What follows belongs to an exercise in optimizing a design on an open flow for small area, a short achievable clock period and few clock cycles; a production flow would make more cautious choices.
In this exercise RTL edits were held to simulation tests only and were not proved equivalent to the original.
Power and IR drop assume default switching activity.

==> inputs of tundra <==
## cnn_accel_top
module cnn_accel_top (
	input  wire logic                      clk,
	input  wire logic                      rstn,
	input  wire logic                      req_i,
	input  wire logic                      we_i,
	input  wire logic [REG_AW-1:0]         addr_i,
	input  wire logic [DATA_W-1:0]         wdata_i,
	output      logic                      ack_o,
	output      logic [DATA_W-1:0]         rdata_o,
	output      logic [N_KERN*PIX_W-1:0]   out_pixel_o,
	output      logic                      out_valid_o
);
	logic [DIM_W-1:0]                        width;
	logic [DIM_W-1:0]                        height;
	logic                                    act_type;
	logic [4:0]                              bias_shift;
	logic [2:0]                              act_shift;
	logic [N_KERN-1:0][BIAS_W-1:0]           bias;
	logic [N_TAPS-1:0][N_KERN-1:0][PIX_W-1:0] weight;
	logic                                    start;
	logic                                    cfg_wr;
	logic                                    other_wr;
	logic                                    img_we;
	logic                                    idx_we;
	logic [IMG_AW-1:0]                       idx_wdata;
	logic [IMG_AW:0]                         img_idx;
	logic [PIX_W-1:0]                        img_wdata;
	logic [IMG_AW-1:0]                       phase;
	logic [N_RTAP-1:0][PIX_W-1:0]            tap;
	logic [2:0][PIX_W-1:0]                   px0, px1, px2;
	logic                                    beat;
	logic                                    last;
	logic                                    beat_q;     
	logic                                    last_q;
	logic                                    valid_q;    
	logic                                    done_q;
	logic [N_KERN-1:0][N_TAPS-1:0][PIX_W-1:0] kern_w;    
  ...
==> module frame_sequencer, before the edit <==
module frame_sequencer (
	input  wire logic                          clk,
	input  wire logic                          rstn,
	input  wire logic                          start_i,
	input  wire logic                          cfg_wr_i,
	input  wire logic                          other_wr_i,
	input  wire logic                          img_we_i,
	input  wire logic [IMG_AW:0]               img_idx_i,
	input  wire logic [DIM_W-1:0]              width_i,
	input  wire logic [DIM_W-1:0]              height_i,
	input  wire logic [IMG_AW-1:0]             phase_i,
	input  wire logic [N_RTAP-1:0][PIX_W-1:0]  tap_i,
	output      logic [2:0][PIX_W-1:0]         px0_o,    
	output      logic [2:0][PIX_W-1:0]         px1_o,    
	output      logic [2:0][PIX_W-1:0]         px2_o,    
	output      logic                          beat_o,        
	output      logic                          last_o         
);
	logic             wait_q;
	logic             run_q;
	logic             go;
	logic [3:0]       tap_sel_q;
	logic [DIM_W-1:0] col_q;
	logic [DIM_W-1:0] row_q;
	logic [PIX_W-1:0] x_q;
	logic [LB_LEN-1:0][PIX_W-1:0] lb1_q;
	logic [LB_LEN-1:0][PIX_W-1:0] lb2_q;
	logic [PIX_W-1:0] mid_q;
	logic [PIX_W-1:0] x_d, mid_d, top_d;
	logic             early_q;    
	logic [DIM_W-1:0] wc_q, hc_q;
	logic [9:0]       npix_q;     
	logic             pred_v_q;   
	logic [9:0]       pred_q;     
	logic [2:0]       quiet_q;    
	logic [2:0]       low_q;      
	logic [2:0]       cfg_age_q;  
	logic             low_wr;
	logic             beat_step;  
	logic             go_early;
	logic             drop;
	assign go = (start_i || wait_q) && !run_q && (phase_i[3:0] == 4'hf) &&
	            (cfg_age_q >= 3'd4);
	assign beat_step = (row_q != '0) && !(row_q == DIM_W'(1) && col_q == '0);
	assign low_wr   = img_we_i && (img_idx_i < 9'd24);
	assign go_early = !run_q && !wait_q && !start_i && pred_v_q && (quiet_q == 3'd7) &&
	                  !low_wr && (low_q == '0) &&
	                  (phase_i[3:0] == 4'hf) && (pred_q <= 10'(width_i) + 10'd2);
	assign drop = run_q && early_q && !start_i && (cfg_wr_i || beat_step || low_wr);
	always_ff @(posedge clk) begin
		wc_q   <= width_i;
		hc_q   <= height_i;
		npix_q <= wc_q * hc_q;
		if (img_we_i)
			pred_q <= ((npix_q - 10'(img_idx_i)) << 1) - 1'b1;
		else if (pred_q != '0)
			pred_q <= pred_q - 1'b1;
	end
	always_ff @(posedge clk or negedge rstn) begin
		if (!rstn) begin
			pred_v_q <= 1'b0;
			quiet_q  <= '0;
			low_q    <= '0;
			cfg_age_q <= '0;
		end else begin
			if (cfg_wr_i)
				cfg_age_q <= '0;
			else if (cfg_age_q != 3'd7)
				cfg_age_q <= cfg_age_q + 1'b1;
			if (low_wr)
				low_q <= 3'd4;
			else if (low_q != '0)
				low_q <= low_q - 1'b1;
			if (other_wr_i) begin
				pred_v_q <= 1'b0;
				quiet_q  <= '0;
			end else begin
				if (quiet_q != 3'd7) quiet_q <= quiet_q + 1'b1;
				if (img_we_i)
					pred_v_q <= 10'(img_idx_i) < npix_q;
				else if (drop)
					pred_v_q <= 1'b0;
			end
		end
	end
	always_ff @(posedge clk or negedge rstn) begin
		if (!rstn) begin
			wait_q      <= 1'b0;
			run_q       <= 1'b0;
			early_q     <= 1'b0;
			tap_sel_q   <= '0;
			col_q       <= '0;
			row_q       <= '0;
			beat_o      <= 1'b0;
			last_o      <= 1'b0;
		end else begin
			if (go || go_early) begin
				wait_q    <= 1'b0;
				run_q     <= 1'b1;
				early_q   <= go_early;
				tap_sel_q <= 4'd15 - phase_i[7:4];
				col_q     <= '0;
				row_q     <= '0;
			end else if (drop) begin
				run_q     <= 1'b0;
				early_q   <= 1'b0;
			end else begin
				if (start_i) begin
					if (run_q) early_q <= 1'b0;   
					else       wait_q  <= 1'b1;
				end
				if (run_q) begin
					if (row_q == height_i + 1'b1) begin
						run_q <= 1'b0;
					end else if (col_q == width_i - 1'b1) begin
						col_q <= '0;
						row_q <= row_q + 1'b1;
					end else begin
						col_q <= col_q + 1'b1;
					end
				end
			end
			beat_o      <= run_q && !drop && beat_step;
			last_o      <= run_q && !drop && (row_q == height_i + 1'b1);
		end
	end
	always_comb begin
		x_d   = (run_q && row_q < height_i) ? tap_i[tap_sel_q] : '0;
		mid_d = (width_i == DIM_W'(1)) ? x_q : lb1_q[width_i - 2'd2];
		if (row_q <= DIM_W'(1))
			top_d = '0;
		else
			top_d = (width_i == DIM_W'(1)) ? mid_q : lb2_q[width_i - 2'd2];
	end
	always_ff @(posedge clk) begin
		x_q   <= x_d;
		mid_q <= mid_d;
		lb1_q <= {lb1_q[LB_LEN-2:0], x_q};
		lb2_q <= {lb2_q[LB_LEN-2:0], mid_q};
		px1_o <= {x_d, mid_d, top_d};
		px0_o <= (col_q == width_i - 1'b1) ? '0 : {x_d, mid_d, top_d};
		px2_o <= (col_q == '0)             ? '0 : {x_d, mid_d, top_d};
	end
endmodule
clock: 15.0 ns
lec_check: 0
abc_area: 1
cap_margin: 20
core_margin: 2
core_utilization: 55
slew_margin: 20
standard.sh (not shown) runs the stock make flow with config.mk's settings and CLKGATE_MAP_FILE= SYNTH_SCRIPT=/design/flow/synth_recipe.tcl, a recipe that flattens the netlist after the stock synthesis.
==> flow/flow/run.sh <==
#!/bin/bash
set -uo pipefail
bash standard.sh SETUP_SLACK_MARGIN=10.5 \
	"BUFFER_PORTS_ARGS=-buffer_cell sky130_fd_sc_hd__buf_4" finish > standard.log 2>&1
rc=$?
tail -n 40 standard.log
exit $rc
==> zinc (differences from tundra) <==
--- a/flow/design.v
+++ b/flow/design.v
@@ -283,4 +283,7 @@
 	logic [PIX_W-1:0] mid_q;
 	logic [PIX_W-1:0] x_d, mid_d, top_d;
+	logic [2:0][PIX_W-1:0] px_q;
+	logic             not_l_q;    
+	logic             not_f_q;    
 	logic             early_q;    
 	logic [DIM_W-1:0] wc_q, hc_q;
@@ -393,8 +396,11 @@
 		lb1_q <= {lb1_q[LB_LEN-2:0], x_q};
 		lb2_q <= {lb2_q[LB_LEN-2:0], mid_q};
-		px1_o <= {x_d, mid_d, top_d};
-		px0_o <= (col_q == width_i - 1'b1) ? '0 : {x_d, mid_d, top_d};
-		px2_o <= (col_q == '0)             ? '0 : {x_d, mid_d, top_d};
+		px_q    <= {x_d, mid_d, top_d};
+		not_l_q <= (col_q != width_i - 1'b1);
+		not_f_q <= (col_q != '0);
 	end
+	assign px1_o = px_q;
+	assign px0_o = px_q & {(3*PIX_W){not_l_q}};
+	assign px2_o = px_q & {(3*PIX_W){not_f_q}};
 endmodule
 `default_nettype wire
--- a/flow/config.mk
+++ b/flow/config.mk
@@ -10,3 +10,5 @@
 export CORE_MARGIN = 2
 export CORE_UTILIZATION = 55
+export CTS_CLUSTER_DIAMETER = 50
+export CTS_CLUSTER_SIZE = 24
 export SLEW_MARGIN = 20
==> notes <==
- Against tundra, the die area of zinc is lower by about 1.2%.
- Of tundra and zinc, tundra has the higher first-iteration DRC count (gap 3.3%, measured against zinc).
- In sequential power, tundra and zinc hardly differ.
- In tundra the via count is larger than in zinc, by about 0.7%.
- Against tundra, the sequential cell count of zinc is lower by 46.
- Against zinc, the synthesized area of tundra is higher by 1.2%.
Testbench counts of tundra, summed over its fixed seeds: cycles 12,534.
Testbench counts of zinc, summed over its fixed seeds: cycles 12,534.

## separate check: timing with driven ports
In the flow no input, the clock included, has a driving cell. The finished layouts below were timed again as built, in two steps.
Step 1, drivers: a clkbuf_16 drives clk and a buf_2 each remaining input, both assumed.
Step 2 times the ports against the registers' clock, not the clock port: input delays grow and output delays shrink by t, the midpoint of the rising clock arrivals with the driver on.
Three values: ideal ports, drivers, drivers and shift; two values: the first two.
| run | t, ns | setup slack, ns | cell pins on the clock port's net |
|---|---|---|---|
| tundra | 1.023 | 10.498 / 10.402 / 9.607 | 1 |
| zinc | 1.017 | 10.485 / 10.381 / 9.564 | 1 |
After both steps setup and hold are still met in every run listed. For zinc, which loses most, drivers alone change the setup slack by -0.104 ns; drivers and shift together by -0.921 ns.
